Context: an optimization exercise on an open-source flow, tuned for small area, a short achievable clock period and few clock cycles per item. The choices shown serve that exercise and are no tape-out recipe.
In this exercise RTL edits were held to simulation tests only and were not proved equivalent to the original.
Power is estimated from default activity; no workload was simulated.

[flow/flow/run.sh]
#!/bin/bash
# Layout flow: the standard flow (standard synthesis, floorplan, placement, CTS,
# routing) run through standard.sh, with two changes to how the layout is made:
#  - the timing repair aims for the setup margin in flow/margin.txt, so the critical
#    paths are sized and buffered to finish well inside the 12 ns clock period;
#  - the port buffers are plain buffers (flow/port_buffer.txt) instead of delay cells.
# The constraints (constraint.sdc, clock period, I/O delays) are unchanged.
# make's full output goes to flow_make.log; each ORFS step logs under orfs/logs/.
set -euo pipefail
MARGIN=$(cat flow/margin.txt)
PORTBUF=$(cat flow/port_buffer.txt)
bash standard.sh SETUP_SLACK_MARGIN="$MARGIN" BUFFER_PORTS_ARGS="-buffer_cell $PORTBUF" finish > flow_make.log 2>&1
[flow/flow/margin.txt]
8.3
[flow/flow/port_buffer.txt]
sky130_fd_sc_hd__buf_2
[flow/standard.sh]
#!/bin/bash
# synth_recipe.tcl (not shown) runs the flow's synth.tcl, then flattens the netlist and writes it again
# the make line also repeats each setting of config.mk as NAME=value (left out here)
make -C /OpenROAD-flow-scripts/flow DESIGN_CONFIG=/design/flow/config.mk WORK_HOME=/design/flow/orfs CLKGATE_MAP_FILE= SYNTH_SCRIPT=/design/flow/synth_recipe.tcl "${@:-finish}"
[flow/config.mk]
export PLATFORM = sky130hd
export DESIGN_NAME = segment_tree_slot_allocator_unit
export DESIGN_NICKNAME = segment_tree_slot_allocator_unit
export VERILOG_FILES = /design/flow/design.v
export SDC_FILE = /design/flow/constraint.sdc
export NUM_CORES = 4
export LEC_CHECK = 0
export CAP_MARGIN = 20
export CORE_MARGIN = 2
export CORE_UTILIZATION = 35
export CTS_BUF_LIST = sky130_fd_sc_hd__clkbuf_8
export CTS_CLUSTER_DIAMETER = 45
export CTS_CLUSTER_SIZE = 16
export SLEW_MARGIN = 20
export SYNTH_HIERARCHICAL = 1
export SYNTH_MEMORY_MAX_BITS = 8192
export TNS_END_PERCENT = 10
[flow/constraint.sdc]
create_clock -name core_clock -period 12.0 [get_ports {clk}]
set_input_delay 2.4000 -clock core_clock [delete_from_list [all_inputs] [get_ports {clk}]]
set_output_delay 2.4000 -clock core_clock [all_outputs]
set_load 0.01 [all_outputs]
[flow/design.v]
`default_nettype none
package stsa_pkg;
	localparam int unsigned SLOTS_DEFAULT = 256;
	localparam int unsigned ADDR_W        = 32;
	localparam int unsigned SLOT_INDEX_W  = 8;
	localparam int unsigned CFG_DATA_W    = 32;
	localparam int unsigned SIZE_LOG2_W   = 5;
	localparam logic [SIZE_LOG2_W-1:0] SLOT_SIZE_LOG2_RESET = 5'd3;
	typedef enum logic [0:0] {
		REG_BASE_ADDRESS   = 1'b0,
		REG_SLOT_SIZE_LOG2 = 1'b1
	} cfg_reg_t;
	typedef enum logic [0:0] {
		OP_ALLOC = 1'b0,
		OP_FREE  = 1'b1
	} opcode_t;
	typedef enum logic [1:0] {
		STATUS_OK        = 2'd0,
		STATUS_FULL      = 2'd1,
		STATUS_OUTSIDE   = 2'd2,
		STATUS_NOT_ALLOC = 2'd3
	} status_t;
	typedef enum logic [2:0] {
		ST_CLEAR,
		ST_IDLE,
		ST_ROOT,
		ST_DESCEND,
		ST_MAP,
		ST_LEAF,
		ST_ASCEND,
		ST_EMIT
	} state_t;
	function automatic logic [31:0] add32(input logic [31:0] a, input logic [31:0] b);
		logic [31:0] p, g, gg, pp, gn, pn;
		p  = a ^ b;
		g  = a & b;
		gg = g;
		pp = p;
		for (int l = 0; l < 5; l++) begin
			gn = gg;
			pn = pp;
			for (int i = 0; i < 32; i++) begin
				if (((i >> l) & 1) == 1) begin
					gn[i] = gg[i] | (pp[i] & gg[((i >> l) << l) - 1]);
					pn[i] = pp[i] & pp[((i >> l) << l) - 1];
				end
			end
			gg = gn;
			pp = pn;
		end
		add32 = p ^ {gg[30:0], 1'b0};
	endfunction
	function automatic logic [31:0] sub32(input logic [31:0] a, input logic [31:0] b);
		logic [31:0] nb, p, g, gg, pp, gn, pn;
		nb = ~b;
		p  = a ^ nb;
		g  = a & nb;
		g[0] = a[0] | nb[0];
		gg = g;
		pp = p;
		for (int l = 0; l < 5; l++) begin
			gn = gg;
			pn = pp;
			for (int i = 0; i < 32; i++) begin
				if (((i >> l) & 1) == 1) begin
					gn[i] = gg[i] | (pp[i] & gg[((i >> l) << l) - 1]);
					pn[i] = pp[i] & pp[((i >> l) << l) - 1];
				end
			end
			gg = gn;
			pp = pn;
		end
		sub32 = p ^ {gg[30:0], 1'b1};
	endfunction
	function automatic logic [16:0] add16c(input logic [15:0] a, input logic [15:0] b,
	                                       input logic cin);
		logic [15:0] p, g, gg, pp, gn, pn;
		p  = a ^ b;
		g  = a & b;
		g[0] = g[0] | (p[0] & cin);
		gg = g;
		pp = p;
		for (int l = 0; l < 4; l++) begin
			gn = gg;
			pn = pp;
			for (int i = 0; i < 16; i++) begin
				if (((i >> l) & 1) == 1) begin
					gn[i] = gg[i] | (pp[i] & gg[((i >> l) << l) - 1]);
					pn[i] = pp[i] & pp[((i >> l) << l) - 1];
				end
			end
			gg = gn;
			pp = pn;
		end
		add16c = {gg[15], p ^ {gg[14:0], cin}};
	endfunction
endpackage
`default_nettype wire
`default_nettype none
module stsa_ram #(
	parameter int unsigned WIDTH = 8,
	parameter int unsigned DEPTH = 256
) (
	input  logic                     clk,
	input  logic                     wr_en,
	input  logic [$clog2(DEPTH)-1:0] wr_addr,
	input  logic [WIDTH-1:0]         wr_data,
	input  logic                     rd_en,
	input  logic [$clog2(DEPTH)-1:0] rd_addr,
	output logic [WIDTH-1:0]         rd_data
);
	logic [WIDTH-1:0] mem [DEPTH];
	always_ff @(posedge clk) begin
		if (wr_en) begin
			mem[wr_addr] <= wr_data;
		end
		if (rd_en) begin
			rd_data <= mem[rd_addr];
		end
	end
endmodule
`default_nettype wire
`default_nettype none
module segment_tree_slot_allocator_unit #(
	parameter int unsigned SLOTS = stsa_pkg::SLOTS_DEFAULT
) (
	input  logic                     clk,
	input  logic                     arst_n,
	input  logic                     cfg_we,
	input  logic                     cfg_index,
	input  logic [stsa_pkg::CFG_DATA_W-1:0]    cfg_data,
	input  logic                     req_valid,
	output logic                     req_ready,
	input  logic                     req_opcode,
	input  logic [stsa_pkg::ADDR_W-1:0]        req_freed_address,
	output logic                     rsp_valid,
	input  logic                     rsp_ready,
	output logic [1:0]               rsp_status,
	output logic [stsa_pkg::ADDR_W-1:0]        rsp_block_address,
	output logic [stsa_pkg::SLOT_INDEX_W-1:0]  rsp_slot_index
);
	localparam int unsigned AW = stsa_pkg::ADDR_W;
	localparam int unsigned SW = stsa_pkg::SIZE_LOG2_W;
	localparam int unsigned NG = 16;    
	localparam int unsigned GS = 16;    
	logic       started_q;
	logic       ready_q;
	logic [2:0] inflight_q;
	logic       acc;
	logic       xfer;
	logic [2:0] inflight_d;
	assign acc  = req_valid & ready_q;
	assign xfer = rsp_valid & rsp_ready;
	assign inflight_d = inflight_q + {2'b0, acc} - {2'b0, xfer};
	always_ff @(posedge clk or negedge arst_n) begin
		if (!arst_n) begin
			started_q  <= 1'b0;
			ready_q    <= 1'b0;
			inflight_q <= '0;
		end else begin
			started_q  <= 1'b1;
			ready_q    <= (inflight_d <= 3'd4);
			inflight_q <= inflight_d;
		end
	end
	logic [AW-1:0] base_q;
	logic [SW-1:0] size_log2_q;
	logic          we_base;
	logic          we_size;
	assign we_base = cfg_we & (cfg_index == stsa_pkg::REG_BASE_ADDRESS);
	assign we_size = cfg_we & (cfg_index == stsa_pkg::REG_SLOT_SIZE_LOG2);
	always_ff @(posedge clk) begin
		if (we_base)         base_q <= cfg_data[AW-1:0];
		else if (!started_q) base_q <= '0;
		if (we_size)         size_log2_q <= cfg_data[SW-1:0];
		else if (!started_q) size_log2_q <= stsa_pkg::SLOT_SIZE_LOG2_RESET;
	end
	logic          in_v_q;
	logic          in_op_q;
	logic [15:0]   in_off_lo_q;
	logic          in_carry_q;
	logic [15:0]   in_addr_hi_q;
	logic [16:0]   in_lo_sum;
	logic [16:0]   in_hi_sum;
	logic [AW-1:0] in_off;
	assign in_lo_sum = stsa_pkg::add16c(req_freed_address[15:0], ~base_q[15:0], 1'b1);
	assign in_hi_sum = stsa_pkg::add16c(in_addr_hi_q, ~base_q[31:16], in_carry_q);
	assign in_off    = {in_hi_sum[15:0], in_off_lo_q};
	always_ff @(posedge clk or negedge arst_n) begin
		if (!arst_n) in_v_q <= 1'b0;
		else         in_v_q <= acc;
	end
	always_ff @(posedge clk) begin
		in_op_q      <= req_opcode;
		in_off_lo_q  <= in_lo_sum[15:0];
		in_carry_q   <= in_lo_sum[16];
		in_addr_hi_q <= req_freed_address[31:16];
	end
	logic          mp_v_q;
	logic          mp_op_q;
	logic [7:0]    mp_slot_q;
	logic          mp_outside_q;
	logic [7:0]    map_slot_d;
	logic          map_outside_d;
	stsa_slot_of u_slot_of (
		.off     (in_off),
		.size    (size_log2_q),
		.slot    (map_slot_d),
		.outside (map_outside_d)
	);
	always_ff @(posedge clk or negedge arst_n) begin
		if (!arst_n) mp_v_q <= 1'b0;
		else         mp_v_q <= in_v_q;
	end
	always_ff @(posedge clk) begin
		mp_op_q      <= in_op_q;
		mp_slot_q    <= map_slot_d;
		mp_outside_q <= map_outside_d;
	end
	logic [NG*GS-1:0] used_q;
	logic [NG-1:0]    gfull_q;
	logic [NG-1:0]    gfirst_q;
	logic [NG-1:0]    gfull_d;
	logic [NG-1:0]    gfirst_d;
	logic             all_full;
	assign all_full = ~|gfirst_q;
	logic [7:0]    map_slot;
	logic          map_outside;
	logic [NG-1:0] map_row;
	logic [GS-1:0] map_col;
	assign map_slot    = mp_slot_q;
	assign map_outside = mp_outside_q;
	always_comb begin
		for (int j = 0; j < NG; j++) map_row[j] = (map_slot[7:4] == j[3:0]);
		for (int k = 0; k < GS; k++) map_col[k] = (map_slot[3:0] == k[3:0]);
	end
	logic [NG-1:0] gsel;
	logic [GS-1:0] grp;
	logic [GS-1:0] lfirst;      
	logic [GS-1:0] lbelow;      
	logic          last_free;   
	logic          free_bit;
	assign gsel = mp_op_q ? map_row : gfirst_q;
	for (genvar k = 0; k < GS; k++) begin : g_col
		logic [NG-1:0] colbits;
		for (genvar j = 0; j < NG; j++) begin : g_b
			assign colbits[j] = used_q[j*GS+k];
		end
		stsa_sel16 u_sel (.sel(gsel), .d(colbits), .y(grp[k]));
	end
	always_comb begin
		for (int k = 0; k < GS; k++) begin
			logic below;
			below = 1'b1;
			for (int i = 0; i < k; i++) below = below & grp[i];
			lbelow[k] = below;
			lfirst[k] = below & ~grp[k];
		end
		last_free = &(grp | lbelow);
	end
	assign free_bit = |(grp & map_col);
	logic [3:0] alloc_hi;
	logic [3:0] alloc_lo;
	always_comb begin
		alloc_hi = '0;
		alloc_lo = '0;
		for (int j = 0; j < NG; j++) if (gfirst_q[j]) alloc_hi = alloc_hi | j[3:0];
		for (int k = 0; k < GS; k++) if (lfirst[k]) alloc_lo = alloc_lo | k[3:0];
	end
	logic          do_alloc;
	logic          do_free;
	logic [NG-1:0] row;
	logic [GS-1:0] col_set;
	logic [GS-1:0] col_clr;
	logic [NG*GS-1:0] used_d;
	assign do_alloc = mp_v_q & ~mp_op_q & ~all_full;
	assign do_free  = mp_v_q &  mp_op_q & ~map_outside;
	always_comb begin
		for (int j = 0; j < NG; j++)
			row[j] = ~started_q | (do_alloc & gfirst_q[j]) | (do_free & map_row[j]);
		for (int k = 0; k < GS; k++) begin
			col_set[k] = started_q & ~mp_op_q & lbelow[k];
			col_clr[k] = ~started_q | (mp_op_q & map_col[k]);
		end
	end
	for (genvar j = 0; j < NG; j++) begin : g_row
		for (genvar k = 0; k < GS; k++) begin : g_bit
			stsa_bit u_bit (.q(used_q[j*GS+k]), .row(row[j]), .set(col_set[k]), .clr(col_clr[k]), .d(used_d[j*GS+k]));
		end
	end
	logic [NG-1:0] gkeep;      
	logic [NG-1:0] gtake;      
	logic [NG-1:0] gfirst_0;
	logic [NG-1:0] gfirst_1;
	always_comb begin
		gkeep = gfull_q & ~({NG{do_free}} & map_row) & {NG{started_q}};
		gtake = gfirst_q & {NG{do_alloc & started_q}};
		for (int j = 0; j < NG; j++) begin
			logic below0;
			logic below1;
			below0 = 1'b1;
			below1 = 1'b1;
			for (int i = 0; i < j; i++) begin
				below0 = below0 & gkeep[i];
				below1 = below1 & (gkeep[i] | gtake[i]);
			end
			gfirst_0[j] = below0 & ~gkeep[j];
			gfirst_1[j] = below1 & ~(gkeep[j] | gtake[j]);
		end
		gfull_d  = gkeep | (gtake & {NG{last_free}});
		gfirst_d = last_free ? gfirst_1 : gfirst_0;
	end
	always_ff @(posedge clk) begin
		used_q   <= used_d;
		gfull_q  <= gfull_d;
		gfirst_q <= gfirst_d;
	end
	localparam int unsigned RW = 11;    
	logic [1:0]    res_status;
	logic [7:0]    res_slot;
	logic          res_blk;
	always_comb begin
		if (!mp_op_q) begin
			res_status = all_full ? stsa_pkg::STATUS_FULL : stsa_pkg::STATUS_OK;
			res_slot   = all_full ? 8'd0 : {alloc_hi, alloc_lo};
			res_blk    = ~all_full;
		end else begin
			res_status = map_outside ? stsa_pkg::STATUS_OUTSIDE
			           : free_bit    ? stsa_pkg::STATUS_OK : stsa_pkg::STATUS_NOT_ALLOC;
			res_slot   = map_outside ? 8'd0 : map_slot;
			res_blk    = 1'b0;
		end
	end
	logic [RW-1:0] q_mem [4];
	logic [3:0]    q_wp, q_rp;
	logic [2:0]    q_cnt;
	logic          q_pop;
	logic [RW-1:0] q_head;
	always_comb begin
		q_head = '0;
		for (int e = 0; e < 4; e++) q_head = q_head | ({RW{q_rp[e]}} & q_mem[e]);
	end
	assign q_pop = (q_cnt != 3'd0) & (~rsp_valid | rsp_ready);
	always_ff @(posedge clk) begin
		for (int e = 0; e < 4; e++)
			if (mp_v_q && q_wp[e]) q_mem[e] <= {res_blk, res_status, res_slot};
	end
	always_ff @(posedge clk or negedge arst_n) begin
		if (!arst_n) begin
			q_wp  <= 4'b0001;
			q_rp  <= 4'b0001;
			q_cnt <= '0;
		end else begin
			if (mp_v_q) q_wp <= {q_wp[2:0], q_wp[3]};
			if (q_pop)  q_rp <= {q_rp[2:0], q_rp[3]};
			q_cnt <= q_cnt + {2'b0, mp_v_q} - {2'b0, q_pop};
		end
	end
	logic          out_v_q;
	logic [1:0]    out_status_q;
	logic [7:0]    out_slot_q;
	logic [AW-1:0] out_block_q;
	logic [7:0]    base_win_q;
	logic [AW-1:0] block_d;
	stsa_block_addr u_block_addr (
		.base (base_q),
		.size (size_log2_q),
		.win  (base_win_q),
		.slot (q_head[7:0]),
		.addr (block_d)
	);
	always_ff @(posedge clk) begin
		base_win_q <= 8'(base_q >> size_log2_q);
	end
	always_ff @(posedge clk or negedge arst_n) begin
		if (!arst_n)    out_v_q <= 1'b0;
		else if (q_pop) out_v_q <= 1'b1;
		else if (rsp_ready) out_v_q <= 1'b0;
	end
	always_ff @(posedge clk) begin
		if (q_pop) begin
			out_status_q <= q_head[9:8];
			out_slot_q   <= q_head[7:0];
			out_block_q  <= q_head[10] ? block_d : '0;
		end
	end
	assign req_ready         = ready_q;
	assign rsp_valid         = out_v_q;
	assign rsp_status        = out_status_q;
	assign rsp_block_address = out_block_q;
	assign rsp_slot_index    = out_slot_q;
endmodule
module stsa_bit (
	input  logic q,
	input  logic row,
	input  logic set,
	input  logic clr,
	output logic d
);
	assign d = ~((row & clr) | ~((row & set) | q));
endmodule
module stsa_sel16 (
	input  logic [15:0] sel,
	input  logic [15:0] d,
	output logic        y
);
	assign y = |(sel & d);
endmodule
module stsa_slot_of (
	input  logic [31:0] off,
	input  logic [4:0]  size,
	output logic [7:0]  slot,
	output logic        outside
);
	logic [22:0] t;
	logic [23:0] therm;
	always_comb begin
		for (int i = 0; i < 15; i++) begin
			case (size[4:3])
				2'd0:    t[i] = off[i];
				2'd1:    t[i] = off[i + 8];
				2'd2:    t[i] = off[i + 16];
				default: t[i] = (i < 8) ? off[(i + 24) % 32] : 1'b0;
			endcase
		end
		t[22:15] = '0;
		for (int i = 0; i < 8; i++) slot[i] = t[i + 32'(size[2:0])];
		for (int k = 0; k < 24; k++) therm[k] = (5'(k) >= size);
		outside = |(off[31:8] & therm);
	end
endmodule
module stsa_block_addr (
	input  logic [31:0] base,
	input  logic [4:0]  size,
	input  logic [7:0]  win,
	input  logic [7:0]  slot,
	output logic [31:0] addr
);
	logic [8:0]  sum;
	logic [31:0] placed;
	logic [31:0] low;          
	logic [31:0] high;         
	logic [31:0] carry_run;    
	logic [31:0] keep;         
	always_comb begin
		logic run;
		for (int b = 0; b < 32; b++) begin
			low[b]  = (size > 5'(b));
			high[b] = (b >= 8) ? (size <= 5'(b - 8)) : 1'b0;
		end
		run = 1'b1;
		for (int b = 0; b < 32; b++) begin
			carry_run[b] = high[b] & run;
			run = run & (base[b] | ~high[b]);
		end
		keep   = base & (low | high);
		sum    = {1'b0, win} + {1'b0, slot};
		placed = {24'd0, sum[7:0]} << size;
		addr   = placed | (keep ^ ({32{sum[8]}} & carry_run));
	end
endmodule
`default_nettype wire
==> results of run 1 <==
-- through the flow --
step / utilization (%) / worst slack (ns)
2_1_floorplan: - / 7.44
3_3_place_gp: 37.8 / 6.86
3_5_place_dp: 37.8 / 6.62
4_1_cts: 41.2 / 7.93
5_1_grt: 41.9 / 7.91
6_report: 41.9 / 8.00
-- power breakdown --
group          switching [mW]  total (mW)  internal [mW]
sequential              0.112        1.90           1.79
combinational           0.597       0.953          0.356
clock                   0.751        1.35          0.597
-- path summary, 6_finish.rpt --
kind                            start           end  slack, ns  depth (start not counted)
max reg2reg                base_q[16]  mp_slot_q[1]       8.00                         16
max                        base_q[16]  mp_slot_q[1]       8.00                         16
min reg2reg                    in_v_q        mp_v_q       0.35                          0
max in group asynchronous      arst_n       q_rp[1]      10.00                          1
min in group asynchronous      arst_n       q_wp[3]       1.63                          1
min                            in_v_q        mp_v_q       0.35                          0
-- Yosys stat by module (local to each module, per instance) --
module | area, sq um | cells
segment_tree_slot_allocator_unit | 16800 | 1376
stsa_block_addr | 2610 | 420
stsa_sel16 | 101 | 9
stsa_bit | 10.0 | 2
stsa_slot_of | 1150 | 154
-- timing repair --
action | CTS | global route
gates cloned | 5 | 1
buffers inserted | 65 | 19
gates resized for setup | 92 | 86
setup endpoints to repair | 307 | 211
pin swaps | 33 | 20
-- routing by layer --
layer	wire, um	up-vias
met4	3150	2
met2	38600	1066
met1	36200	11000
met3	7470	204
li1	-	10400
met5	12	-
-- logic make-up after synthesis --
| logic type | Yosys count | synth area share [%] |
|---|---|---|
| AO/OA/AOI/OAI | 1130 | 30.1 |
| XOR/XNOR | 33 | 1.17 |
| adder cells (fa/ha/maj) | 54 | 3.08 |
| buffers and inverters | 218 | 3.81 |
| flip-flops | 482 | 44.4 |
| multiplexers | 94 | 5.01 |
| other | 1 | 0.0152 |
| AND/OR/NAND/NOR | 594 | 12.4 |
-- layout make-up --
type	count	share of cell area, %
Antenna cell	3	0.0256
Clock buffer	63	2.96
Clock inverter	47	1.89
Inverter	108	1.45
Multi-Input combinational cell	1906	45.6
Sequential cell	482	37.6
Tap cell	940	4.02
Timing Repair Buffer	265	6.46
Timing Repair inverter	1	0.0171
-- flip-flops by register name (all words and copies together), names as in the netlist, 2 cells and up --
| register | flops |
|---|---|
| out_slot_q | 8 |
| in_addr_hi_q | 16 |
| base_win_q | 8 |
| base_q | 32 |
| q_wp | 4 |
| q_cnt | 3 |
| out_status_q | 2 |
| q_rp | 4 |
| out_block_q | 32 |
| q_mem | 44 |
| mp_slot_q | 8 |
| gfirst_q | 16 |
| gfull_q | 16 |
| used_q | 256 |
| in_off_lo_q | 16 |
| size_log2_q | 5 |
| inflight_q | 3 |
-- cell usage after synthesis, types with 16 or more instances --
cell type	count	area share (%)
a22oi_1	35	1.1
edfxtp_1	123	15
o22ai_1	16	0.41
nor2_1	105	1.6
and3_1	23	0.58
mux4_2	19	1.7
a31oi_1	18	0.46
nor3_1	32	0.65
dfxtp_1	340	28
a22o_1	72	2.6
ha_1	40	2.0
o211ai_1	44	1.3
nand4_1	33	0.84
xnor2_1	25	0.89
a21oi_1	579	12
a221oi_2	66	4.0
dfrtp_1	17	1.7
o21ai_0	131	2.7
nand3_1	47	0.95
mux2_2	28	1.3
and2_1	84	2.1
nand2_1	179	2.7
clkbuf_1	65	0.99
a21o_1	18	0.55
mux2i_1	43	1.7
inv_1	104	1.6
-- worst max-delay path: stages (launching register included) --
cell	delay (ns)
edfxtp_1	0.42
inv_2	0.05
fa_2	0.33
inv_2	0.07
fa_2	0.22
nor2b_2	0.05
o2111a_2	0.29
o31ai_4	0.20
o21ai_2	0.11
o41ai_4	0.26
o21bai_1	0.15
a21oi_2	0.20
xnor2_2	0.11
mux4_2	0.49
mux2_4	0.30
mux2_4	0.29
a221o_1	0.33
-- placed cells by master (no fill, tap or decap), types with 33 or more instances in the layout --
| cell | netlist | final |
|---|---|---|
| nor2_1 | 105 | 102 |
| o211ai_1 | 44 | 44 |
| o21ai_0 | 131 | 104 |
| mux2i_1 | 43 | 39 |
| clkbuf_8 | 0 | 63 |
| a21oi_1 | 579 | 575 |
| inv_1 | 104 | 101 |
| buf_2 | 14 | 115 |
| a221oi_2 | 66 | 67 |
| dfxtp_1 | 340 | 335 |
| edfxtp_1 | 123 | 123 |
| buf_4 | 8 | 121 |
| ha_1 | 40 | 33 |
| nand3_1 | 47 | 46 |
| a22o_1 | 72 | 72 |
| nand4_1 | 33 | 33 |
| nand2_1 | 179 | 176 |
| and2_1 | 84 | 83 |
==> run_results.csv, run 1 <==
group,metric,value,unit
sta,finalCritPeriodShare,33.3,%
sta,whs,0.352,ns
final_layout,multi_input_area,13400,sq um
yosys,syn_area,24700,sq um
yosys,postSynthCellCount,2606,
cts,cts-htree-levels,2,
cts,numCtsBuffers,58,
worst_hold_path,hold_path.class,"reg -> reg",
cts,clockBufferDepth,3,
global_route,grt_pass1_vias,21700,
sta,skew,0.0669,ns
route,first_pass_iters,6,
yosys,async_flop_share,3.94,%
global_route,gr-usage-met2,35.5,%
route,postRouteAntennaNets,0,
global_route,use_met1,30.9,%
final_layout,final_area,29300,sq um
floorplan,core_region_area,69900,sq um
cts,hold_buffers,0,
power,max-vdd-ir-drop,0.0826,mV
yosys,synthFlopType,"dfxtp_1",
final_layout,n_fill_cell,6796,
placement,io_buffers,114,
sta,hold_viol_final,0,
yosys,synth-seq-cells,482,
placement,dp_hpwl,55200,um
power,finalPower,4.20,mW
cts,clk_latency,0.76,ns
global_route,grt-busiest-layer,"met2",
sta,setup-tns-final,0,ns
critical_path,cp_data_required_time,12.60,ns
sta,relSlewSlack,40.9,%
critical_path,endpoint_kind,"flop",
route,drt_first_iter_violations,2514,
route,routed_wl,85500,um
global_route,grt_max_degree,82,
route,wl_per_cell,22.4,um
cts,cts_tree,"done",
floorplan,initial_utilization,35.3,%
floorplan,dieHeight,270,um
sta,maxSlewViolCount,0,
route,drcViolationCount,0,
power,power.leakage,11.2,nW
floorplan,dieWidth,270,um
sta,rsz0062_at_grt,"yes",
global_route,use_met3,3.86,%
global_route,grt_pass1_wl,129000,um
outcome,status,"no timing/DRC/antenna violations",
route,vias,22700,
placement,place.gp.congestion,0.942,
sta,fmax,250,MHz
global_route,antenna_found_initial,2,
yosys,yosys_warnings,10,
cts,cts_sinks,482,
critical_path,startpoint_type,"flop",
cts,cts_root_buf,"clkbuf_8",
floorplan,io-pin-count,115,
yosys,synth_edf_count,123,
sta,finalCriticalPeriod,4.00,ns
floorplan,die_area,72700,sq um
global_route,grt_use_total,22.5,%
yosys,syn_nets,2729,
sta,tightest_slew,0.886,ns
power,p_per_area,144,nW/um^2
critical_path,worstSetupPathType,"reg -> reg",
run,maxCapViolations,0,
critical_path,cp_max_fo,2,
global_route,grt_overflow_total,0,
final_layout,register_area,11000,sq um
yosys,yosysUniqueCellTypes,110,
yosys,synth_area_per_cell,9.48,sq um
sta,setup_viol_count_final,0,
final_layout,num-nets-final,2945,
placement,dp_cells,3611,
final_layout,fin_cells,3815,
route,vias_per_cell,5.95,
final_layout,area_delta_synth_final,18.5,%
yosys,ys_seq_area_share,44.4,%
placement,place_area,26400,sq um
critical_path,crit_arrival,4.60,ns
floorplan,num_rows,97,
cts,clk_transition_reported_paths,0.09,ns
final_layout,drive_gt1_share,22.1,%
Testbench counts, summed over its fixed seeds: cycles 12,048, items 12,000.
==> run 2, diff against run 1 <==
==> flow/flow/margin.txt (replaced) <==
8.0
==> run 2 against run 1 <==
Global-route usage shrank 0.62 points. Critical path type unchanged. Critical path depth shrank 6. Highest routed layer unchanged. Critical endpoint is now out_block_q[29]. Sequential power is essentially flat. Largest power group unchanged. Utilization shrank 0.20 points.
==> run_results.csv, run 2 <==
group,metric,value,unit
cts,cts_sinks,482,
sta,tightest_slew,0.951,ns
critical_path,crit_arrival,4.56,ns
power,seqPwrFrac,45.4,%
final_layout,fin_cells,3819,
critical_path,crit_slowest_cell,"buf_4",
cts,hold_buffers,0,
yosys,synth_edf_count,123,
worst_hold_path,hold_path.class,"reg -> reg",
floorplan,io-pin-count,115,
power,power.leakage,11.3,nW
sta,finalCritPeriodShare,34.2,%
sta,hold_viol_final,0,
floorplan,core_region_area,69900,sq um
yosys,synth-seq-cells,482,
cts,cts_tree,"done",
route,vias,22700,
worst_hold_path,hold_depth,0,
route,postRouteAntennaNets,0,
route,first_pass_iters,6,
cts,clk_transition_reported_paths,0.08,ns
sta,finalCriticalPeriod,4.10,ns
cts,numCtsBuffers,58,
placement,place.gp.congestion,0.942,
power,p_per_area,144,nW/um^2
yosys,synth.largest_area_cell,"dfxtp_1",
critical_path,rr_worst_depth,10,
final_layout,regMostFlops,"used_q",
yosys,ys_seq_area_share,44.4,%
cts,cts-htree-levels,2,
cts,clk_latency,0.77,ns
yosys,yosys_warnings,10,
final_layout,final_util,41.7,%
global_route,grt_max_degree,82,
route,vias_per_cell,5.94,
power,internal_power,2.74,mW
yosys,synthFlopType,"dfxtp_1",
worst_hold_path,min-delay-start,"in_v_q",
placement,post-place-ws,6.62,ns
route,routed_wl,85900,um
sta,fmax,244,MHz
yosys,syn_nets,2729,
final_layout,n_fill_cell,6812,
power,finalPower,4.19,mW
final_layout,num-nets-final,2949,
sta,relSlewSlack,36.1,%
global_route,antenna_found_initial,2,
route,drcViolationCount,0,
outcome,status,"no timing/DRC/antenna violations",
yosys,yosysUniqueCellTypes,110,
route,drt_first_iter_violations,2816,
run,maxCapViolations,0,
yosys,syn_area,24700,sq um
floorplan,initial_utilization,35.3,%
yosys,yosys-top-cells-count,"a21oi_1 (579), dfxtp_1 (340), nand2_1 (179), o21ai_0 (131), edfxtp_1 (123)",
cts,cts_root_buf,"clkbuf_8",
final_layout,area_delta_synth_final,17.9,%
yosys,synth_top_area_share,27.5,%
yosys,synth_area_per_cell,9.48,sq um
critical_path,cp_slowest_stage_delay,0.68,ns
sta,whs,0.352,ns
critical_path,startpoint_type,"flop",
placement,dp_cells,3611,
floorplan,num_rows,97,
sta,skew,0.0798,ns
power,clkPwrFrac,32.2,%
global_route,grt_pass1_wl,126000,um
power,p_sw_share,34.7,%
critical_path,worstSetupPathType,"reg -> reg",
power,power_switching,1.45,mW
power,p_comb_share,22.4,%
sta,setup_ws,7.90,ns
final_layout,multi_input_area,13200,sq um
sta,rsz0062_at_grt,"yes",
placement,dp_hpwl,55200,um
floorplan,dieHeight,270,um
final_layout,largest_reg_flops,256,
sta,setup_viol_count_final,0,
critical_path,cp_max_fo,76,
floorplan,die_area,72700,sq um
worst_hold_path,holdPathEnd,"mp_v_q",
final_layout,final_area,29100,sq um
yosys,postSynthCellCount,2606,
global_route,grt_use_total,21.9,%
critical_path,endpoint_kind,"flop",
placement,place_area,26400,sq um
final_layout,reg.largest.list,"used_q x256, q_mem x44",
critical_path,r2r_slack,7.90,ns
yosys,synth_area_leaders,"dfxtp_1 (28%), edfxtp_1 (15%), a21oi_1 (12%)",
sta,maxSlewViolCount,0,
final_layout,layout_common_cells,"a21oi_1 (576), dfxtp_1 (335), nand2_1 (178), buf_4 (127), edfxtp_1 (123)",
yosys,async_flop_share,3.94,%
critical_path,r2r_start,"size_log2_q[4]",
route,wl_per_cell,22.5,um
sta,setup-tns-final,0,ns
placement,io_buffers,114,
yosys,synthMostInstantiatedCell,"a21oi_1",
floorplan,dieWidth,270,um
global_route,grt_overflow_total,0,
global_route,grt_pass1_vias,21300,
final_layout,drive_gt1_share,21.1,%
final_layout,register_area,11000,sq um
critical_path,cp_data_required_time,12.46,ns
critical_path,reg2reg_to,"out_block_q[29]",
final_layout,layout_commonest_cell,"a21oi_1",
power,max-vdd-ir-drop,0.0810,mV
cts,clockBufferDepth,3,
critical_path,path_cells,"buf_4 -> buf_4 -> inv_1 -> a2bb2oi_1 -> o211ai_1 -> nor4_1 -> nand3_1 -> o211ai_1 -> o221ai_1 -> and2_1",
run 2: cell counts after synthesis:
No cell type changed its count.
run 2: per-layer routing:
| layer | up-vias | wire (um) | GRT usage, % |
|---|---|---|---|
| met3 | 227 | 7280 | 3.38 |
| li1 | 10400 | - | - |
| met1 | 11000 | 36600 | 30.3 |
| met2 | 1082 | 38900 | 34.6 |
| met4 | 2 | 3160 | 8.16 |
| met5 | - | 16 | 0 |
run 2: worst max-delay path: cells and delay by family, from the launching register on:
kind,cells,cell delay [ns]
AOI/OAI and AO/OA,4,0.87
and+or+nand+nor,3,0.98
buffers and inverters,3,1.62
DFF,1,0.33
run 2: cells by family (layout without fill, tap and decap cells):
logic type,count (synthesis),count (layout),share of synthesized area (%)
AOI/OAI and AO/OA,1130,1130,30.1
and+or+nand+nor,594,595,12.4
DFF,482,482,44.4
buffers and inverters,218,487,3.81
muxes,94,94,5.01
adders and majority gates,54,54,3.08
xor gates and xnor gates,33,33,1.17
other,1,4,0.0152
run 2: repair_timing:
item                                    CTS  global route
endpoints found under the hold margin     0             0
resized for setup                        52            79
buffers inserted                         28            59
endpoints found under the setup margin  280           178
pin swaps                                12            43
cloned                                    0             7
run 2: area by class of cell:
| cell class | instances | area share, % |
|---|---|---|
| multi-input combinational | 1907 | 45.3 |
| timing repair buffer | 269 | 6.60 |
| tap | 940 | 4.04 |
| inverter | 108 | 1.43 |
| antenna | 3 | 0.0258 |
| sequential | 482 | 37.8 |
| clock inverter | 47 | 1.90 |
| clock buffer | 63 | 2.98 |
run 2: worst max-delay path by stage:
stage,from,end,slack [ns],depth (start not counted)
CTS,base_q[16],mp_slot_q[1],7.84,16
detailed placement,mp_op_q,gfull_q[15],6.62,13
floorplan,rsp_ready,q_cnt[2],7.44,9
finish,size_log2_q[4],out_block_q[29],7.90,10
global placement,mp_op_q,gfirst_q[11],6.86,14
global route,size_log2_q[4],out_block_q[29],7.81,10
run 2: power by group through the flow:
stage	sequential, mW	combinational, mW	clock [mW]
global placement	1.93	0.805	0
detailed placement	1.94	0.822	0
global route	1.91	1.00	1.45
floorplan	1.90	0.546	0
finish	1.90	0.936	1.35
CTS	1.90	0.862	1.38
run 2: Yosys stat by module (local to each module, per instance):
module,flip-flops and latches,cell area (sq um)
segment_tree_slot_allocator_unit,482,16800
stsa_slot_of,0,1150
stsa_sel16,0,101
stsa_bit,0,10.0
stsa_block_addr,0,2610
==> run 3, diff against run 2 <==
==> flow/flow/margin.txt (replaced) <==
8.5
==> flow/flow/port_buffer.txt (replaced) <==
sky130_fd_sc_hd__buf_1
==> run 3 against run 2 <==
Worst hold slack improved by 0.0069 ns. Via count rose by 0.19%. Wire length rose by 0.56%. First-iteration DRC count fell by 11%. Global-route usage rose by 0.66 points. Sequential cell count did not move. Clock skew rose by 0.0059 ns. Synthesized cell count did not move. Highest routed layer unchanged.
==> run_results.csv, run 3 <==
group,metric,value,unit
yosys,syn_area,24700,sq um
critical_path,r2r_start,"base_q[16]",
critical_path,reg2reg_to,"mp_slot_q[1]",
floorplan,initial_utilization,35.3,%
yosys,synth.largest_area_cell,"dfxtp_1",
critical_path,cp_max_fo,2,
final_layout,final_util,42.8,%
sta,finalCriticalPeriod,4.09,ns
floorplan,dieWidth,270,um
outcome,status,"no timing/DRC/antenna violations",
placement,post-place-ws,6.67,ns
placement,place.gp.congestion,0.931,
critical_path,cp_slowest_stage_delay,0.50,ns
final_layout,layout_commonest_cell,"a21oi_1",
route,vias_per_cell,5.88,
sta,setup_viol_count_final,0,
route,drt_first_iter_violations,2503,
sta,hold_viol_final,0,
sta,finalCritPeriodShare,34.1,%
power,p_comb_share,22.9,%
route,drcViolationCount,0,
route,wl_per_cell,22.3,um
final_layout,layout_common_cells,"a21oi_1 (573), dfxtp_1 (335), nand2_1 (171), buf_4 (150), edfxtp_1 (123)",
critical_path,worst-path-stages,16,
run,maxCapViolations,0,
yosys,synth-seq-cells,482,
yosys,synth_top_area_share,27.5,%
yosys,syn_nets,2729,
worst_hold_path,hold_depth,0,
route,first_pass_iters,8,
global_route,grt_use_total,22.6,%
worst_hold_path,min-delay-start,"in_v_q",
power,seqPwrFrac,43.5,%
route,postRouteAntennaNets,0,
sta,tightest_slew,0.912,ns
sta,maxSlewViolCount,0,
cts,clk_latency,0.71,ns
cts,clk_transition_reported_paths,0.08,ns
floorplan,core_region_area,69900,sq um
yosys,synthMostInstantiatedCell,"a21oi_1",
global_route,grt_overflow_total,0,
critical_path,endpoint_kind,"flop",
floorplan,io-pin-count,115,
yosys,synth_area_leaders,"dfxtp_1 (28%), edfxtp_1 (15%), a21oi_1 (12%)",
final_layout,drive_gt1_share,20.6,%
placement,io_buffers,114,
floorplan,die_area,72700,sq um
power,p_per_area,146,nW/um^2
power,p_sw_share,34.2,%
cts,numCtsBuffers,67,
floorplan,dieHeight,270,um
global_route,grt_pass1_vias,21800,
yosys,postSynthCellCount,2606,
final_layout,regMostFlops,"used_q",
critical_path,worst-path-buf-inv,2,
placement,dp_hpwl,55700,um
yosys,synth_edf_count,123,
critical_path,crit_arrival,4.67,ns
cts,hold_buffers,0,
critical_path,cp_data_required_time,12.58,ns
cts,clockBufferDepth,3,
final_layout,area_delta_synth_final,21.2,%
power,clkPwrFrac,33.6,%
cts,cts_sinks,482,
sta,setup_ws,7.91,ns
critical_path,rr_worst_depth,16,
yosys,synthFlopType,"dfxtp_1",
sta,relSlewSlack,38.4,%
critical_path,crit_slowest_cell,"mux4_2",
critical_path,r2r_slack,7.91,ns
sta,fmax,245,MHz
floorplan,num_rows,97,
critical_path,path_cells,"inv_2 -> fa_2 -> inv_2 -> fa_2 -> nor2b_2 -> o2111a_2 -> o31ai_4 -> o21ai_2 -> o41ai_4 -> o21bai_2 -> a21oi_2 -> xnor2_2 -> mux4_2 -> mux2_4 -> mux2_4 -> a221o_1",
power,internal_power,2.89,mW
cts,cts_root_buf,"clkbuf_8",
final_layout,num-nets-final,2993,
global_route,grt_pass1_wl,130000,um
yosys,synth_area_per_cell,9.48,sq um
power,power.leakage,11.3,nW
route,vias,22700,
critical_path,crit_family,"compound AO/OA/AOI/OAI gates",
power,max-vdd-ir-drop,0.0563,mV
yosys,yosys_warnings,10,
worst_hold_path,holdPathEnd,"mp_v_q",
power,power_switching,1.50,mW
final_layout,reg.largest.list,"used_q x256, q_mem x44",
critical_path,startpoint_type,"flop",
yosys,yosys-top-cells-count,"a21oi_1 (579), dfxtp_1 (340), nand2_1 (179), o21ai_0 (131), edfxtp_1 (123)",
sta,setup-tns-final,0,ns
sta,rsz0062_at_grt,"yes",
cts,cts_tree,"done",
final_layout,largest_reg_flops,256,
global_route,antenna_found_initial,2,
sta,skew,0.0857,ns
cts,cts-htree-levels,3,
critical_path,worstSetupPathType,"reg -> reg",
route,routed_wl,86400,um
worst_hold_path,hold_path.class,"reg -> reg",
yosys,yosysUniqueCellTypes,110,
global_route,grt_max_degree,72,
yosys,async_flop_share,3.94,%
yosys,ys_seq_area_share,44.4,%
## run 3: routing by layer
metal	share of wire, %	vias to the layer above	global-route usage (%)	routed length [um]
met5	0.019	-	0	16
met4	4.3	2	10.7	3730
met3	8.2	222	3.84	7090
met2	46	1058	35.4	39600
met1	42	10900	30.2	36000
li1	-	10500	-	-
## run 3: Yosys stat by module, one instance, submodules excluded
module	times used	cells inside	flip-flops and latches	area (sq um)
segment_tree_slot_allocator_unit	1	1376	482	16800
stsa_sel16	16	9	0	101
stsa_slot_of	1	154	0	1150
stsa_block_addr	1	420	0	2610
stsa_bit	256	2	0	10.0
## run 3: cell families (layout without fill, tap and decap cells)
logic type / after synthesis / in the layout / synth area share, %
compound gates: 1130 / 1130 / 30.1
xor+xnor: 33 / 33 / 1.17
fa+ha+maj: 54 / 54 / 3.08
buf+inv: 218 / 536 / 3.81
flops: 482 / 482 / 44.4
mux: 94 / 94 / 5.01
other cells: 1 / 4 / 0.0152
simple gates: 594 / 595 / 12.4
## run 3: power groups by stage
stage / combinational [mW] / clock, mW / sequential, mW
after detailed placement: 0.806 / 0 / 1.94
after floorplan: 0.546 / 0 / 1.90
after global placement: 0.790 / 0 / 1.94
after global routing: 1.08 / 1.58 / 1.92
final: 1.01 / 1.47 / 1.90
after CTS: 0.895 / 1.51 / 1.90
## run 3: worst max path at each step
stage	slack, ns	endpoint	startpoint
after floorplan	7.44	q_cnt[2]	rsp_ready
after global placement	6.86	gfirst_q[11]	mp_op_q
after detailed placement	6.67	gfirst_q[11]	mp_op_q
after CTS	7.94	mp_slot_q[1]	base_q[16]
after global routing	7.80	mp_slot_q[1]	base_q[16]
final	7.91	mp_slot_q[1]	base_q[16]
## run 3: metrics by stage
step           area, sq um  power [mW]  instances  hold slack, ns
2_1_floorplan        24700        2.45       2606           0.310
3_3_place_gp         26300        2.73       3611           0.339
3_5_place_dp         26300        2.74       3611           0.337
4_1_cts              29000        4.30       3817           0.361
5_1_grt              29900        4.57       3867           0.378
6_report             29900        4.38       3868           0.359
## run 3: layout make-up
type | count | area [sq um]
Sequential cell | 482 | 11000
Fill cell | 6753 | 40000
Timing Repair Buffer | 303 | 2090
Multi-Input combinational cell | 1907 | 13700
Clock inverter | 51 | 564
Inverter | 108 | 422
Clock buffer | 73 | 1000
Tap cell | 940 | 1180
Antenna cell | 3 | 7.51
Timing Repair inverter | 1 | 5.00
## run 3: what timing repair did
action,in CTS,in global routing
pin swaps,36,38
resized for setup,115,130
gates cloned,3,3
endpoints found under the setup margin,389,294
buffers inserted,79,45
==> run 4, diff against run 3 <==
==> flow/flow/margin.txt (replaced) <==
8.2
==> flow/flow/port_buffer.txt (replaced) <==
sky130_fd_sc_hd__buf_2
==> run 4 against run 3 <==
Die area stayed put. Worst hold slack worse by 0.0067 ns. Register-to-register slack better by 0.09 ns. Critical path depth stayed put. Largest cell class unchanged. First-iteration DRC count is 4.8% lower. Clock power is 8% lower. Area after synthesis stayed put. Cell count is 1.8% lower. Still clean.
==> run_results.csv, run 4 <==
group,metric,value,unit
sta,finalCriticalPeriod,4.00,ns
global_route,antenna_found_initial,2,
sta,finalCritPeriodShare,33.3,%
yosys,synth.largest_area_cell,"dfxtp_1",
placement,io_buffers,114,
sta,whs,0.353,ns
global_route,grt_overflow_total,0,
placement,dp_hpwl,55200,um
yosys,synthMostInstantiatedCell,"a21oi_1",
sta,rsz0062_at_grt,"yes",
floorplan,core_region_area,69900,sq um
critical_path,cp_max_fo,2,
yosys,synth_edf_count,123,
sta,skew,0.0767,ns
worst_hold_path,hold_depth,0,
yosys,async_flop_share,3.94,%
floorplan,die_area,72700,sq um
power,seqPwrFrac,45.5,%
placement,post-place-ws,6.62,ns
cts,clk_transition_reported_paths,0.09,ns
yosys,synthFlopType,"dfxtp_1",
route,drt_first_iter_violations,2384,
route,wl_per_cell,22.5,um
power,max-vdd-ir-drop,0.0808,mV
global_route,grt_max_degree,82,
power,p_comb_share,22.3,%
global_route,grt_pass1_vias,21600,
power,power.leakage,11.2,nW
yosys,syn_area,24700,sq um
power,p_per_area,144,nW/um^2
final_layout,register_area,11000,sq um
sta,relSlewSlack,39.7,%
yosys,synth_area_per_cell,9.48,sq um
route,vias_per_cell,5.96,
sta,maxSlewViolCount,0,
route,first_pass_iters,7,
floorplan,dieHeight,270,um
route,vias,22600,
critical_path,crit_arrival,4.60,ns
yosys,yosysUniqueCellTypes,110,
yosys,synth-seq-cells,482,
sta,setup_viol_count_final,0,
yosys,yosys_warnings,10,
placement,dp_cells,3611,
final_layout,multi_input_area,13300,sq um
sta,fmax,250,MHz
cts,cts-htree-levels,2,
floorplan,initial_utilization,35.3,%
sta,hold_viol_final,0,
critical_path,worstSetupPathType,"reg -> reg",
yosys,yosys-top-cells-count,"a21oi_1 (579), dfxtp_1 (340), nand2_1 (179), o21ai_0 (131), edfxtp_1 (123)",
worst_hold_path,hold_path.class,"reg -> reg",
yosys,syn_nets,2729,
cts,clockBufferDepth,3,
final_layout,fin_cells,3799,
cts,clk_latency,0.76,ns
final_layout,reg.largest.list,"used_q x256, q_mem x44",
power,finalPower,4.19,mW
floorplan,io-pin-count,115,
route,routed_wl,85600,um
final_layout,num-nets-final,2928,
critical_path,rr_worst_depth,16,
final_layout,n_fill_cell,6815,
critical_path,startpoint_type,"flop",
final_layout,drive_gt1_share,21.1,%
yosys,ys_seq_area_share,44.4,%
critical_path,cp_data_required_time,12.60,ns
final_layout,layout_common_cells,"a21oi_1 (575), dfxtp_1 (335), nand2_1 (177), edfxtp_1 (123), buf_2 (114)",
power,power_switching,1.46,mW
critical_path,endpoint_kind,"flop",
final_layout,area_delta_synth_final,17.7,%
final_layout,regMostFlops,"used_q",
route,postRouteAntennaNets,0,
sta,setup_ws,8.00,ns
global_route,grt_pass1_wl,128000,um
yosys,synth_top_area_share,27.5,%
cts,cts_tree,"done",
final_layout,largest_reg_flops,256,
floorplan,dieWidth,270,um
yosys,synth_area_leaders,"dfxtp_1 (28%), edfxtp_1 (15%), a21oi_1 (12%)",
sta,tightest_slew,0.904,ns
run,maxCapViolations,0,
global_route,grt_use_total,22.4,%
cts,cts_root_buf,"clkbuf_8",
final_layout,layout_commonest_cell,"a21oi_1",
floorplan,num_rows,97,
cts,hold_buffers,0,
cts,numCtsBuffers,58,
power,internal_power,2.73,mW
power,p_sw_share,34.8,%
placement,place.gp.congestion,0.942,
power,clkPwrFrac,32.2,%
outcome,status,"no timing/DRC/antenna violations",
cts,cts_sinks,482,
route,drcViolationCount,0,
sta,setup-tns-final,0,ns
yosys,postSynthCellCount,2606,
==> run 4: cell counts after synthesis <==
Identical to the previous run, type by type.
==> run 4: logic make-up after synthesis <==
kind of cell / Yosys count / synth area share [%]
other: 1 / 0.0152
buffers and inverters: 218 / 3.81
AND/OR/NAND/NOR: 594 / 12.4
flip-flops: 482 / 44.4
AO/OA/AOI/OAI: 1130 / 30.1
adder cells (fa/ha/maj): 54 / 3.08
XOR/XNOR: 33 / 1.17
multiplexers: 94 / 5.01
==> run 4: power groups by stage <==
stage | registers, mW | logic (mW) | clock network, mW
floorplan | 1.90 | 0.546 | 0
global placement | 1.93 | 0.805 | 0
detailed placement | 1.94 | 0.822 | 0
CTS | 1.90 | 0.885 | 1.38
global route | 1.92 | 1.00 | 1.45
finish | 1.90 | 0.935 | 1.35
==> run 4: repair_timing <==
item                       4_1_cts  5_1_grt
pin swaps                       27       21
setup buffers                   46       21
gates cloned                     5        2
setup endpoints to repair      298      191
resized for setup               87       66
==> run 4: cell type report <==
class | instances | area share [%]
multi-input cells | 1906 | 45.6
flip-flops and latches | 482 | 37.8
repair buffers | 248 | 6.09
well taps | 940 | 4.05
clock buffers | 63 | 2.98
clock inverters | 47 | 1.90
inverters | 108 | 1.46
diodes | 4 | 0.0344
repair inverters | 1 | 0.0172
==> run 4: path summary, 6_finish.rpt <==
check | start | to | slack (ns)
setup / recovery | base_q[16] | mp_slot_q[1] | 8.00
hold / removal | in_v_q | mp_v_q | 0.35
setup reg to reg | base_q[16] | mp_slot_q[1] | 8.00
hold reg to reg | in_v_q | mp_v_q | 0.35
max in group asynchronous | arst_n | q_rp[1] | 10.00
min in group asynchronous | arst_n | q_wp[3] | 1.64
==> run 4: per-stage QoR <==
| stage | instance area [sq um] | util (%) |
|---|---|---|
| floorplan | 24700 | - |
| global placement | 26400 | 37.8 |
| detailed placement | 26400 | 37.8 |
| CTS | 28600 | 40.9 |
| global route | 29100 | 41.6 |
| finish | 29100 | 41.6 |
==> run 4: worst max-delay path: stages (launching register included) <==
cell      delay (ns)
edfxtp_1        0.42
inv_2           0.05
fa_2            0.33
inv_2           0.07
fa_2            0.22
nor2b_2         0.05
o2111a_2        0.29
o31ai_4         0.20
o21ai_2         0.11
o41ai_4         0.26
o21bai_1        0.15
a21oi_2         0.20
xnor2_2         0.11
mux4_2          0.49
mux2_4          0.30
mux2_4          0.29
a221o_1         0.33
==> run 4: metal layers <==
metal,share of wire [%],vias to the layer above,global-route usage [%]
met5,0.019,-,0
met4,3.9,2,8.46
met3,8.3,225,3.78
met2,45,1073,35.4
met1,43,10900,30.7
li1,-,10400,-
==> run 4: modules after synthesis, one instance, submodules excluded <==
module,copies in the design,flops+latches
stsa_block_addr,1,0
stsa_bit,256,0
stsa_sel16,16,0
segment_tree_slot_allocator_unit,1,482
stsa_slot_of,1,0
==> run 5, diff against run 4 <==
==> flow/flow/margin.txt (replaced) <==
8.3
--- a/flow/config.mk
+++ b/flow/config.mk
@@ -9,3 +9,3 @@
 export CORE_MARGIN = 2
-export CORE_UTILIZATION = 35
+export CORE_UTILIZATION = 40
 export CTS_BUF_LIST = sky130_fd_sc_hd__clkbuf_8
==> run 5 against run 4 <==
Clock power rose by 4%. Sequential share of layout area rose by 0.35 points. Combinational power fell by 2.4%. Sequential cell count did not move. Total power rose by 0.60%. Non-clock buffer count fell by 6. Cell count fell by 4.0%. Clock-buffer cell count fell by 1. Largest cell class unchanged.
==> run_results.csv, run 5 <==
group,metric,value,unit
power,clkPwrFrac,33.3,%
yosys,synth_area_leaders,"dfxtp_1 (28%), edfxtp_1 (15%), a21oi_1 (12%)",
yosys,yosysUniqueCellTypes,110,
sta,fmax,250,MHz
critical_path,cp_slowest_stage_delay,0.65,ns
yosys,yosys_warnings,10,
yosys,synth-seq-cells,482,
power,internal_power,2.74,mW
floorplan,dieWidth,253,um
sta,finalCritPeriodShare,33.3,%
power,p_per_area,146,nW/um^2
yosys,postSynthCellCount,2606,
cts,cts-htree-levels,2,
sta,relSlewSlack,42.5,%
route,drcViolationCount,0,
critical_path,worst-path-buf-inv,1,
route,vias_per_cell,6.15,
sta,rsz0062_at_grt,"yes",
final_layout,fin_cells,3646,
yosys,synth.largest_area_cell,"dfxtp_1",
route,vias,22400,
cts,clk_transition_reported_paths,0.09,ns
cts,clockBufferDepth,3,
power,max-vdd-ir-drop,0.0940,mV
yosys,synth_top_area_share,27.5,%
yosys,ys_seq_area_share,44.4,%
final_layout,regMostFlops,"used_q",
cts,cts_tree,"done",
route,first_pass_iters,6,
critical_path,crit_family,"compound AO/OA/AOI/OAI gates",
global_route,grt_pass1_vias,20600,
power,finalPower,4.21,mW
sta,maxSlewViolCount,0,
critical_path,cp_max_fo,7,
route,postRouteAntennaNets,0,
placement,io_buffers,114,
floorplan,core_region_area,61400,sq um
yosys,syn_nets,2729,
critical_path,crit_slowest_cell,"edfxtp_1",
sta,skew,0.0562,ns
floorplan,num_rows,91,
worst_hold_path,hold_path.class,"reg -> reg",
global_route,antenna_found_initial,4,
final_layout,layout_commonest_cell,"a21oi_1",
floorplan,io-pin-count,115,
cts,cts_sinks,482,
final_layout,reg.largest.list,"used_q x256, q_mem x44",
final_layout,area_delta_synth_final,16.6,%
final_layout,drive_gt1_share,21.1,%
sta,tightest_slew,0.859,ns
final_layout,largest_reg_flops,256,
floorplan,initial_utilization,40.3,%
placement,place.gp.congestion,0.933,
critical_path,endpoint_kind,"flop",
global_route,grt_use_total,25.1,%
final_layout,layout_common_cells,"a21oi_1 (575), dfxtp_1 (335), nand2_1 (177), edfxtp_1 (123), buf_2 (115)",
power,seqPwrFrac,45.1,%
placement,dp_cells,3462,
critical_path,startpoint_type,"flop",
yosys,synth_area_per_cell,9.48,sq um
power,p_comb_share,21.7,%
run,maxCapViolations,0,
power,power.leakage,11.1,nW
global_route,grt_max_degree,70,
power,p_sw_share,35.0,%
yosys,synthMostInstantiatedCell,"a21oi_1",
cts,cts_root_buf,"clkbuf_8",
outcome,status,"no timing/DRC/antenna violations",
cts,numCtsBuffers,61,
route,drt_first_iter_violations,2322,
route,wl_per_cell,22.7,um
cts,hold_buffers,0,
floorplan,dieHeight,253,um
yosys,synth_edf_count,123,
critical_path,crit_arrival,4.60,ns
yosys,async_flop_share,3.94,%
critical_path,cp_data_required_time,12.60,ns
global_route,grt_overflow_total,0,
yosys,yosys-top-cells-count,"a21oi_1 (579), dfxtp_1 (340), nand2_1 (179), o21ai_0 (131), edfxtp_1 (123)",
yosys,synthFlopType,"dfxtp_1",
floorplan,die_area,63800,sq um
power,power_switching,1.47,mW
critical_path,worstSetupPathType,"reg -> reg",
cts,clk_latency,0.76,ns
final_layout,num-nets-final,2924,
sta,setup_viol_count_final,0,
sta,finalCriticalPeriod,4.00,ns
route,routed_wl,82800,um
placement,dp_hpwl,53600,um
global_route,grt_pass1_wl,125000,um
yosys,syn_area,24700,sq um
sta,setup-tns-final,0,ns
sta,hold_viol_final,0,
critical_path,path_cells,"inv_1 -> ha_1 -> o2111a_2 -> o31ai_4 -> o21ai_4 -> o41ai_4 -> o21bai_2 -> xor2_1 -> mux2_2 -> mux4_2 -> mux2_4 -> a221o_1",
[run 5: cell type report]
cell class                      instances  area, sq um
Sequential cell                       482        11000
Antenna cell                            2         5.00
Fill cell                            5726        32600
Inverter                              108          422
Clock inverter                         54          624
Tap cell                              790          988
Clock buffer                           62          853
Multi-Input combinational cell       1906        13200
Timing Repair Buffer                  242         1670
[run 5: per-module statistics from Yosys (local to each module, per instance)]
module	flip-flops and latches	copies in the design	area [sq um]
stsa_sel16	0	16	101
stsa_bit	0	256	10.0
segment_tree_slot_allocator_unit	482	1	16800
stsa_slot_of	0	1	1150
stsa_block_addr	0	1	2610
[run 5: worst paths after layout]
kind	from	endpoint	slack, ns	depth (start not counted)
max in group asynchronous	arst_n	q_wp[0]	10.07	1
min in group asynchronous	arst_n	inflight_q[1]	1.57	1
worst max-delay path	base_q[19]	mp_slot_q[1]	8.00	12
worst min-delay path	in_v_q	mp_v_q	0.36	0
worst max register to register	base_q[19]	mp_slot_q[1]	8.00	12
worst min register to register	in_v_q	mp_v_q	0.36	0
[run 5: what timing repair did]
action | 4_1_cts | 5_1_grt
pin swaps | 21 | 22
gates resized for setup | 81 | 51
cloned | 4 | 0
setup endpoints to repair | 270 | 200
buffers inserted | 51 | 10
[run 5: power by group through the flow]
stage	clock (mW)	sequential, mW	combinational, mW
after floorplan	0	1.90	0.546
after global placement	0	1.93	0.795
after detailed placement	0	1.93	0.808
after CTS	1.44	1.90	0.870
after global routing	1.50	1.91	0.982
final	1.40	1.90	0.913
[run 5: routing by layer]
layer	vias up	track usage [%]	share of wire, %
met5	-	0	0.033
met4	4	8.18	3.0
met3	188	4.50	8.7
met2	1110	38.8	45
met1	10800	35.3	43
li1	10400	-	-
[run 5: cells by family after synthesis]
family / count (synthesis) / share of synthesized area [%]
other: 1 / 0.0152
adders and majority gates: 54 / 3.08
DFF: 482 / 44.4
and+or+nand+nor: 594 / 12.4
AOI/OAI and AO/OA: 1130 / 30.1
muxes: 94 / 5.01
xor gates and xnor gates: 33 / 1.17
buffers and inverters: 218 / 3.81
[run 5: per-stage QoR]
stage / hold slack (ns) / util [%] / setup slack, ns / area [sq um]
after global routing: 0.378 / 47.0 / 7.91 / 28800
after CTS: 0.366 / 46.5 / 8.02 / 28500
final: 0.364 / 47.0 / 8.00 / 28800
after detailed placement: 0.337 / 42.8 / 6.99 / 26300
after global placement: 0.341 / 42.8 / 7.14 / 26300
after floorplan: 0.310 / - / 7.44 / 24700

-- separate check: timing with driven ports --
In the flow no input, the clock included, has a driving cell. The finished layouts below were timed again as built, in two steps.
Step 1 (the two cells are an assumption about what drives the block):
set clk [get_ports {clk}]
set_driving_cell -lib_cell sky130_fd_sc_hd__clkbuf_16 $clk
set_driving_cell -lib_cell sky130_fd_sc_hd__buf_2 [delete_from_list [all_inputs] $clk]
Step 2 adds t to the input delays and takes it off the output delays; t is the mean of the earliest and latest rising clock arrival at the registers after step 1. Input paths then give back, and output paths get back, about the clock's delay inside the block.
Three values: ideal, step 1, step 2; two values: the first two.
run	t, ns	setup WS [ns]	latest minus earliest clock arrival (ns)
run 1	0.790	8.002 / 8.002 / 7.368	0.070 / 0.069
run 2	0.790	7.896 / 7.896 / 7.343	0.079 / 0.079
run 3	0.725	7.913 / 7.913 / 7.401	0.092 / 0.092
run 4	0.787	8.000 / 8.000 / 7.377	0.076 / 0.076
run 5	0.790	8.000 / 8.000 / 7.277	0.057 / 0.058
After both steps every run listed still meets setup and hold. The setup slack of run 5, which loses most, moves by 0.000 ns with the drivers and by -0.723 ns with both steps.
